Context: an optimization exercise on an open-source flow, tuned for a short achievable clock period. The choices shown serve that exercise and are no tape-out recipe. No functional check of the RTL was part of this run. Power figures rest on the tool's default switching activity, not on a simulated workload.

$ cat config.mk
export PLATFORM = sky130hd
export DESIGN_NAME = id_issue_stage
export DESIGN_NICKNAME = id_issue_stage
export VERILOG_FILES = /design/flow/design.v
export SDC_FILE = /design/flow/constraint.sdc
export NUM_CORES = 4
export LEC_CHECK = 0
export CAP_MARGIN = 20
export CORE_MARGIN = 2
export CORE_UTILIZATION = 30
export PLACE_DENSITY = 0.4
export SLEW_MARGIN = 20
$ cat constraint.sdc
create_clock -name core_clock -period 9.0 [get_ports {clk}]
set_input_delay 1.8000 -clock core_clock [delete_from_list [all_inputs] [get_ports {clk}]]
set_output_delay 1.8000 -clock core_clock [all_outputs]
set_load 0.01 [all_outputs]
$ cat design.v
package cpu_pkg;
    localparam logic [5:0] OP_RTYPE = 6'b000000;
    localparam logic [5:0] OP_ADDIU = 6'b001001;
    localparam logic [5:0] OP_ANDI  = 6'b001100;
    localparam logic [5:0] OP_LW    = 6'b100011;
    localparam logic [5:0] OP_SW    = 6'b101011;
    localparam logic [5:0] OP_BEQ   = 6'b000100;
    localparam logic [5:0] OP_BNE   = 6'b000101;
    localparam int OP_HI  = 31;
    localparam int OP_LO  = 26;
    localparam int RS_HI  = 25;
    localparam int RS_LO  = 21;
    localparam int RT_HI  = 20;
    localparam int RT_LO  = 16;
    localparam int RD_HI  = 15;
    localparam int RD_LO  = 11;
    localparam int SH_HI  = 10;
    localparam int SH_LO  = 6;
    localparam int IMM_HI = 15;
    localparam int IMM_LO = 0;
    typedef enum logic [1:0] {
        BSEL_RT   = 2'd0,
        BSEL_SEXT = 2'd1,
        BSEL_ZEXT = 2'd2
    } bsel_e;
    typedef struct packed {
        logic [4:0] rs;
        logic [4:0] rt;
        logic [4:0] dest;
        logic       wen;
        bsel_e      bsel;
    } decode_t;
endpackage
module reg_file_2r1w #(
    parameter int XLEN  = 32,
    parameter int NREGS = 32
) (
    input  logic            clk,
    input  logic            rst_n,
    input  logic [4:0]      ra0,
    output logic [XLEN-1:0] rd0,
    input  logic [4:0]      ra1,
    output logic [XLEN-1:0] rd1,
    input  logic            we,
    input  logic [4:0]      wa,
    input  logic [XLEN-1:0] wd
);
    logic [XLEN-1:0] regs_q [NREGS];
    logic [XLEN-1:0] regs_d [NREGS];
    always_comb begin
        for (int i = 0; i < NREGS; i++) regs_d[i] = regs_q[i];
        if (we && wa != 5'd0) regs_d[wa] = wd;
        regs_d[0] = '0;
    end
    always_ff @(posedge clk or negedge rst_n) begin
        if (!rst_n) begin
            for (int i = 0; i < NREGS; i++) regs_q[i] <= '0;
        end else begin
            for (int i = 0; i < NREGS; i++) regs_q[i] <= regs_d[i];
        end
    end
    assign rd0 = (ra0 == 5'd0) ? '0 : ((we && wa == ra0) ? wd : regs_q[ra0]);
    assign rd1 = (ra1 == 5'd0) ? '0 : ((we && wa == ra1) ? wd : regs_q[ra1]);
endmodule
module id_issue_stage
#(
    parameter int XLEN  = 32,
    parameter int NREGS = 32
) (
    input  logic            clk,
    input  logic            rst_n,
    input  logic            in_valid,
    output logic            in_ready,
    input  logic [31:0]     in_instr,
    output logic            out_valid,
    input  logic            out_ready,
    output logic [31:0]     Instruction,
    output logic [XLEN-1:0] A,
    output logic [XLEN-1:0] B,
    output logic [4:0]      shamt,
    output logic [XLEN-1:0] store_data,
    output logic [4:0]      dest,
    output logic            dest_wen,
    input  logic            wb_en,
    input  logic [4:0]      wb_addr,
    input  logic [XLEN-1:0] wb_data,
    input  logic            flush
);
    cpu_pkg::decode_t         dec;
    logic [XLEN-1:0] rs_val;
    logic [XLEN-1:0] rt_val;
    logic [XLEN-1:0] b_val;
    logic [15:0]     imm;
    always_comb begin
        dec.rs   = in_instr[cpu_pkg::RS_HI:cpu_pkg::RS_LO];
        dec.rt   = in_instr[cpu_pkg::RT_HI:cpu_pkg::RT_LO];
        dec.dest = in_instr[cpu_pkg::RT_HI:cpu_pkg::RT_LO];
        dec.wen  = 1'b0;
        dec.bsel = cpu_pkg::BSEL_RT;
        case (in_instr[cpu_pkg::OP_HI:cpu_pkg::OP_LO])
            cpu_pkg::OP_RTYPE: begin
                dec.dest = in_instr[cpu_pkg::RD_HI:cpu_pkg::RD_LO];
                dec.wen  = 1'b1;
            end
            cpu_pkg::OP_ADDIU, cpu_pkg::OP_LW: begin
                dec.bsel = cpu_pkg::BSEL_SEXT;
                dec.wen  = 1'b1;
            end
            cpu_pkg::OP_ANDI: begin
                dec.bsel = cpu_pkg::BSEL_ZEXT;
                dec.wen  = 1'b1;
            end
            cpu_pkg::OP_SW:                   dec.bsel = cpu_pkg::BSEL_SEXT;
            cpu_pkg::OP_BEQ, cpu_pkg::OP_BNE: dec.bsel = cpu_pkg::BSEL_RT;
            default:                          dec.bsel = cpu_pkg::BSEL_RT;
        endcase
        if (dec.dest == 5'd0) dec.wen = 1'b0;
        if (!dec.wen) dec.dest = 5'd0;
    end
    assign imm = in_instr[cpu_pkg::IMM_HI:cpu_pkg::IMM_LO];
    reg_file_2r1w #(.XLEN(XLEN), .NREGS(NREGS)) u_rf (
        .clk   (clk),
        .rst_n (rst_n),
        .ra0   (dec.rs),
        .rd0   (rs_val),
        .ra1   (dec.rt),
        .rd1   (rt_val),
        .we    (wb_en),
        .wa    (wb_addr),
        .wd    (wb_data)
    );
    always_comb begin
        b_val = rt_val;
        case (dec.bsel)
            cpu_pkg::BSEL_SEXT: b_val = {{(XLEN-16){imm[15]}}, imm};
            cpu_pkg::BSEL_ZEXT: b_val = {{(XLEN-16){1'b0}}, imm};
            default:   b_val = rt_val;
        endcase
    end
    logic [NREGS-1:0] busy_q, busy_d, busy_eff, wb_mask;
    logic             stall, accept;
    logic            out_valid_q, out_valid_d;
    logic [31:0]     instr_q, instr_d;
    logic [XLEN-1:0] a_q, a_d;
    logic [XLEN-1:0] b_q, b_d;
    logic [4:0]      shamt_q, shamt_d;
    logic [XLEN-1:0] store_q, store_d;
    logic [4:0]      dest_q, dest_d;
    logic            dest_wen_q, dest_wen_d;
    always_comb begin
        wb_mask = '0;
        if (wb_en) wb_mask[wb_addr] = 1'b1;
    end
    assign busy_eff = busy_q & ~wb_mask;
    assign stall    = in_valid & (busy_eff[dec.rs] | busy_eff[dec.rt] |
                                  (dec.wen & busy_eff[dec.dest]));
    assign in_ready = (!out_valid_q | out_ready) & !stall & !flush;
    assign accept   = in_valid & in_ready;
    always_comb begin
        out_valid_d = out_valid_q;
        instr_d     = instr_q;
        a_d         = a_q;
        b_d         = b_q;
        shamt_d     = shamt_q;
        store_d     = store_q;
        dest_d      = dest_q;
        dest_wen_d  = dest_wen_q;
        busy_d      = busy_q & ~wb_mask;
        if (flush && out_valid_q && dest_wen_q) busy_d[dest_q] = 1'b0;
        if (flush) begin
            out_valid_d = 1'b0;
        end else if (accept) begin
            out_valid_d = 1'b1;
            instr_d     = in_instr;
            a_d         = rs_val;
            b_d         = b_val;
            shamt_d     = in_instr[cpu_pkg::SH_HI:cpu_pkg::SH_LO];
            store_d     = rt_val;
            dest_d      = dec.dest;
            dest_wen_d  = dec.wen;
            if (dec.wen) busy_d[dec.dest] = 1'b1;
        end else if (out_ready) begin
            out_valid_d = 1'b0;
        end
    end
    always_ff @(posedge clk or negedge rst_n) begin
        if (!rst_n) begin
            out_valid_q <= 1'b0;
            instr_q     <= '0;
            a_q         <= '0;
            b_q         <= '0;
            shamt_q     <= '0;
            store_q     <= '0;
            dest_q      <= '0;
            dest_wen_q  <= 1'b0;
            busy_q      <= '0;
        end else begin
            out_valid_q <= out_valid_d;
            instr_q     <= instr_d;
            a_q         <= a_d;
            b_q         <= b_d;
            shamt_q     <= shamt_d;
            store_q     <= store_d;
            dest_q      <= dest_d;
            dest_wen_q  <= dest_wen_d;
            busy_q      <= busy_d;
        end
    end
    assign out_valid   = out_valid_q;
    assign Instruction = instr_q;
    assign A           = a_q;
    assign B           = b_q;
    assign shamt       = shamt_q;
    assign store_data  = store_q;
    assign dest        = dest_q;
    assign dest_wen    = dest_wen_q;
endmodule
$ cat run.sh
#!/bin/bash
# synth_recipe.tcl (not shown) runs the flow's synth.tcl, then flattens the netlist and writes it again
# the make line also repeats each setting of config.mk as NAME=value (left out here)
make -C /OpenROAD-flow-scripts/flow DESIGN_CONFIG=/design/flow/config.mk WORK_HOME=/design/flow/orfs CLKGATE_MAP_FILE= SYNTH_SCRIPT=/design/flow/synth_recipe.tcl finish
==> run summary <==
[cells in the mapped netlist (7+ instances only)]
cell                        count  area (um^2)
sky130_fd_sc_hd__mux2i_1       67          671
sky130_fd_sc_hd__nand2_1      190          713
sky130_fd_sc_hd__buf_4         14          105
sky130_fd_sc_hd__nor2b_1       17          106
sky130_fd_sc_hd__mux2_1        31          349
sky130_fd_sc_hd__o22ai_1       18          113
sky130_fd_sc_hd__nor3_1        62          310
sky130_fd_sc_hd__clkbuf_1     396         1490
sky130_fd_sc_hd__o31ai_1       10         75.1
sky130_fd_sc_hd__and2_1        11         68.8
sky130_fd_sc_hd__and3_1        24          150
sky130_fd_sc_hd__nand2b_1      21          131
sky130_fd_sc_hd__and4_1        18          158
sky130_fd_sc_hd__o21a_1         9         67.6
sky130_fd_sc_hd__nand3b_1       7         52.6
sky130_fd_sc_hd__o21ai_0      145          726
sky130_fd_sc_hd__a31oi_1       12         75.1
sky130_fd_sc_hd__xor2_1        13          114
sky130_fd_sc_hd__a22oi_1      734         5510
sky130_fd_sc_hd__nand3_1       94          470
sky130_fd_sc_hd__nand4_1      136          851
sky130_fd_sc_hd__a221oi_1      92          806
sky130_fd_sc_hd__dfrtp_1     1159        29000
sky130_fd_sc_hd__mux2_2      1071        12100
sky130_fd_sc_hd__o32a_1        11          110
sky130_fd_sc_hd__xnor2_1        7         61.3
sky130_fd_sc_hd__o211ai_1       9         67.6
sky130_fd_sc_hd__o21ai_1       20          100
sky130_fd_sc_hd__buf_1         63          236
sky130_fd_sc_hd__nor3b_1        8         60.1
sky130_fd_sc_hd__a21o_1        12         90.1
sky130_fd_sc_hd__a22o_1        46          403
sky130_fd_sc_hd__a222oi_1      66          661
sky130_fd_sc_hd__inv_1         53          199
sky130_fd_sc_hd__a21oi_1      117          586
sky130_fd_sc_hd__ha_1          14          175
sky130_fd_sc_hd__a211oi_1       8         60.1
sky130_fd_sc_hd__a2111oi_0      8         70.1
sky130_fd_sc_hd__or3_1         10         62.6
sky130_fd_sc_hd__nor2_1       171          642
sky130_fd_sc_hd__or2_2         11         68.8
sky130_fd_sc_hd__o31a_1         8         70.1
sky130_fd_sc_hd__nor4_1        36          225
[path summary, 6_finish.rpt]
| check | startpoint | endpoint | slack, ns | cells after the start |
|---|---|---|---|---|
| max in group asynchronous | rst_n | u_rf.regs_q[25][7] | 5.99 | 3 |
| hold reg to reg | store_q[15] | store_q[15] | 0.49 | 1 |
| setup / recovery | wb_addr[0] | in_ready | 0.67 | 15 |
| min in group asynchronous | rst_n | store_q[17] | 0.97 | 1 |
| setup reg to reg | busy_q[24] | a_q[19] | 5.23 | 9 |
| hold / removal | store_q[15] | store_q[15] | 0.49 | 1 |
[registers in the layout (all words and copies together) (netlist names)]
signal       cells
out_valid_q      1
instr_q         28
u_rf.regs_q    992
shamt_q          4
a_q             32
store_q         32
b_q             32
dest_q           5
dest_wen_q       1
busy_q          32
[cell usage in the layout, fill, tap and decap left out, types with 16 or more instances in the layout]
cell type / netlist / layout
sky130_fd_sc_hd__clkbuf_16: 0 / 144
sky130_fd_sc_hd__inv_1: 53 / 53
sky130_fd_sc_hd__mux2i_1: 67 / 67
sky130_fd_sc_hd__clkbuf_8: 0 / 41
sky130_fd_sc_hd__buf_12: 2 / 35
sky130_fd_sc_hd__and3_1: 24 / 22
sky130_fd_sc_hd__and4_1: 18 / 18
sky130_fd_sc_hd__nor3_2: 0 / 20
sky130_fd_sc_hd__buf_4: 14 / 240
sky130_fd_sc_hd__o21ai_0: 145 / 145
sky130_fd_sc_hd__clkinv_2: 0 / 20
sky130_fd_sc_hd__a222oi_1: 66 / 66
sky130_fd_sc_hd__nor2_4: 0 / 38
sky130_fd_sc_hd__a22oi_1: 734 / 734
sky130_fd_sc_hd__clkdlybuf4s50_1: 0 / 202
sky130_fd_sc_hd__a21oi_1: 117 / 112
sky130_fd_sc_hd__a22o_1: 46 / 46
sky130_fd_sc_hd__mux2_1: 31 / 31
sky130_fd_sc_hd__nor3_1: 62 / 41
sky130_fd_sc_hd__nor4_1: 36 / 32
sky130_fd_sc_hd__dfrtp_1: 1159 / 1159
sky130_fd_sc_hd__nand2_1: 190 / 189
sky130_fd_sc_hd__a221oi_1: 92 / 87
sky130_fd_sc_hd__nand4_1: 136 / 136
sky130_fd_sc_hd__nor2_1: 171 / 132
sky130_fd_sc_hd__nand3_1: 94 / 92
sky130_fd_sc_hd__nor2b_1: 17 / 16
sky130_fd_sc_hd__mux2_2: 1071 / 1071
sky130_fd_sc_hd__clkbuf_1: 396 / 32
sky130_fd_sc_hd__o22ai_1: 18 / 18
sky130_fd_sc_hd__nand2b_1: 21 / 20
[power groups by stage]
stage          logic (mW)  registers (mW)  clock network, mW
3_5_place_dp         4.21            8.03                  0
2_1_floorplan        2.20            7.67                  0
4_1_cts              4.22            7.95               5.98
6_report             4.26            8.01               5.90
5_1_grt              4.48            8.16               6.17
3_3_place_gp         4.15            8.02                  0
[cell type report]
cell class | instances | area share [%]
Timing Repair Buffer | 494 | 6.61
Tap cell | 2624 | 4.66
Clock buffer | 217 | 6.09
Antenna cell | 13 | 0.0462
Sequential cell | 1159 | 41.2
Inverter | 54 | 0.288
Clock inverter | 34 | 0.522
Multi-Input combinational cell | 3416 | 40.6
[cells by family (layout without fill, tap and decap cells)]
family / count (synthesis) / after routing / share of synthesized area, %
compound gates: 1370 / 1370 / 17.0
xor+xnor: 21 / 21 / 0.325
fa+ha+maj: 14 / 14 / 0.297
buf+inv: 541 / 799 / 3.70
flops: 1159 / 1159 / 49.2
mux: 1170 / 1170 / 22.2
other cells: 0 / 13 / 0
simple gates: 841 / 841 / 7.30
[layer usage]
layer	track usage (%)	vias to the layer above
met3	8.95	952
met4	16.6	14
li1	-	20100
met2	50.8	3713
met5	0	-
met1	45.2	27600
[critical path, delay by kind of cell]
family	cells	cell delay [ns]
and+or+nand+nor	4	1.22
adders and majority gates	2	0.56
AOI/OAI and AO/OA	6	1.71
buffers and inverters	3	1.23
==> impl_results.md <==
- Run status: complete, no violations
- Non-Filler Cell Area, Final: 70400 um^2
- Overall track demand over capacity in global routing: 33.9%
- Num rows: 162
- Multi-input gate area: 28600 um^2
- Final Critical Period: 8.33 ns
- Clock Path Buffers: 3
- DIE WIDTH: 447 um
- Sinks on Clock Net: 1159
- Final setup violation count: 0
- Met3 wire length: 34900 um
- Flip-flop cell with the highest count after synthesis: sky130_fd_sc_hd__dfrtp_1
- Post-CTS Resized: 0
- Area of the die: 200000 um^2
- Share of the clock period used by the worst path after layout: 92.5%
- Gr ovfl total: 0
- Fillers: 19300
- Rel. slew slack: 8.43%
- Highest routed metal layer: met5
- Clock-pin transition on the worst setup and hold timing paths: 0.06 ns
- Post-detailed-placement half-perimeter wirelength: 210000 um
- Area of the core: 195000 um^2
- Routed Antenna Nets: 0
- Initial cell density of the core: 30.2%
- Die height: 447 um
- Cell at the root of the clock tree: sky130_fd_sc_hd__clkbuf_16
- FFs w/ async S/R, synth: 100%
- Type of the setup path with the least slack: input port to output pin
- Detailed-route wire length per cell: 43.3 um
- Sequential Power Share: 44.1%
- CTS tree: done
- Layout overhead on the synthesized area: 19.4%
- Antenna violations before repair: 26
- Lkg Pwr: 27.7 nW
- Detailed Route WL: 347000 um
- Maximum vdd drop: 0.149 mV
- Power share of the combinational group: 23.4%
- Switching share of power: 32.8%
- Peak Freq: 0.120 GHz
- Accumulated negative setup slack: 0 ns
- Power per standard cell area: 258 nW/um^2
- Post-route non-filler standard cell count: 8011
- Count of warnings emitted by yosys: 4
- Internal power contribution: 12.2 mW
- Largest net degree at the start of global routing: 152
- Via count: 52400
- Post-CTS Hold Buffers: 0
- Netlist area before placement: 59000 um^2
- Number of max-cap violations: 0
- Share of the yosys chip area belonging to registers: 49.2%
- Dpl ws: 0.705 ns
- Slowest cell on crit path: sky130_fd_sc_hd__o31ai_1
- DR DRC count: 0
- Dpl cell area: 65700 um^2
- Cell Count Post-Placement: 7746
- Length of routed met2 wiring: 150000 um
- WP data arrival: 6.53 ns
- First-pass DRT Iterations: 7
- Number of endpoints with negative hold slack in the final report: 0
- Post-layout utilization of the core: 36.1%
- Least-Margin Pin Slew: 1.37 ns
- Number of port buffers: 215
- Worst hold path class: flip-flop to flip-flop
- Total net switching power: 5.97 mW
- Number of global-route vias before repair: 50600
- Synthesized instance count: 5116
- Top-Level Pins: 216
- Post-Syn Nets: 5205
- Detailed-route wire length on metal 1: 143000 um
- Worst Setup Start Kind: input port
- Worst Path Max Fanout: 6
- Final-stage net count: 5352
- Post-Synthesis Mean Instance Area: 11.5 um^2
- Detailed-route vias per instance: 6.54
- Count of buffers added by post-CTS timing repair for setup: 0
- Cells traversed along the worst timing path: clkdlybuf4s50_1, inv_1, ha_1, nor3b_1, ha_1, nor2b_1, nand2_1, o31ai_1, a2bb2oi_1, o32ai_1, or4_4, a221oi_4, o21ai_1, a21boi_0, clkdlybuf4s50_1
- Slowest Stage Delay on Critical Path: 0.60 ns
- Power, Total: 18.2 mW
- Global-route wire length before repair: 463000 um
- Weighted congestion at the end of routability-driven global placement: 0.921
- Initial DRC count: 8173
- Fin Clk Skew: 0.0306 ns
- Hold slack: 0.489 ns
- Worst Path Required: 7.20 ns
- H-Tree Level Count: 4
- Number of synthesized flops with an enable pin: 0
- Synthesized flop and latch total: 1159
- Number of buffers added by the clock tree synthesis step: 138
- Clock latency on the worst-skew pair: 0.82 ns
- Final setup margin: 0.672 ns
- Number of distinct library cell variants in the gate-level netlist after synthesis: 87
- RSZ-0062 raised after global routing: no
- Final count of pins violating max slew: 0
- Fraction of layout cells with a size suffix above 1: 32.0%
- Sequential cell area: 29000 um^2
- Element type at the critical path end: output pin
- Clock network fraction of total power: 32.5%

## afterwards: timing with drivers on the ports
How much do the figures lean on ideal ports? The routed layout below was timed once more, with nothing changed but the port constraints. Step 1: set_driving_cell puts a clkbuf_16 on clk and a buf_2 on each other input, an assumption about the parent block. Step 2 adds t to the input delays and takes it off the output delays; t is the mean of the earliest and latest rising clock arrival at the registers after step 1. Input paths then give back, and output paths get back, about the clock's delay inside the block. Slacks: no drivers / after step 1 / after step 2; pairs: no drivers / after step 1.
shift t [ns]: 0.894
slack for setup (ns): 0.672 / 0.640 / 0.640
worst register clock-pin slew, ns: 0.07 / 0.07
worst slew at a driven data input, ns: 0.06
cell pins on the clock port's net: 1
After both steps this run still meets setup and hold. The setup slack of this run moves by -0.032 ns with the drivers and by -0.032 ns with both steps.
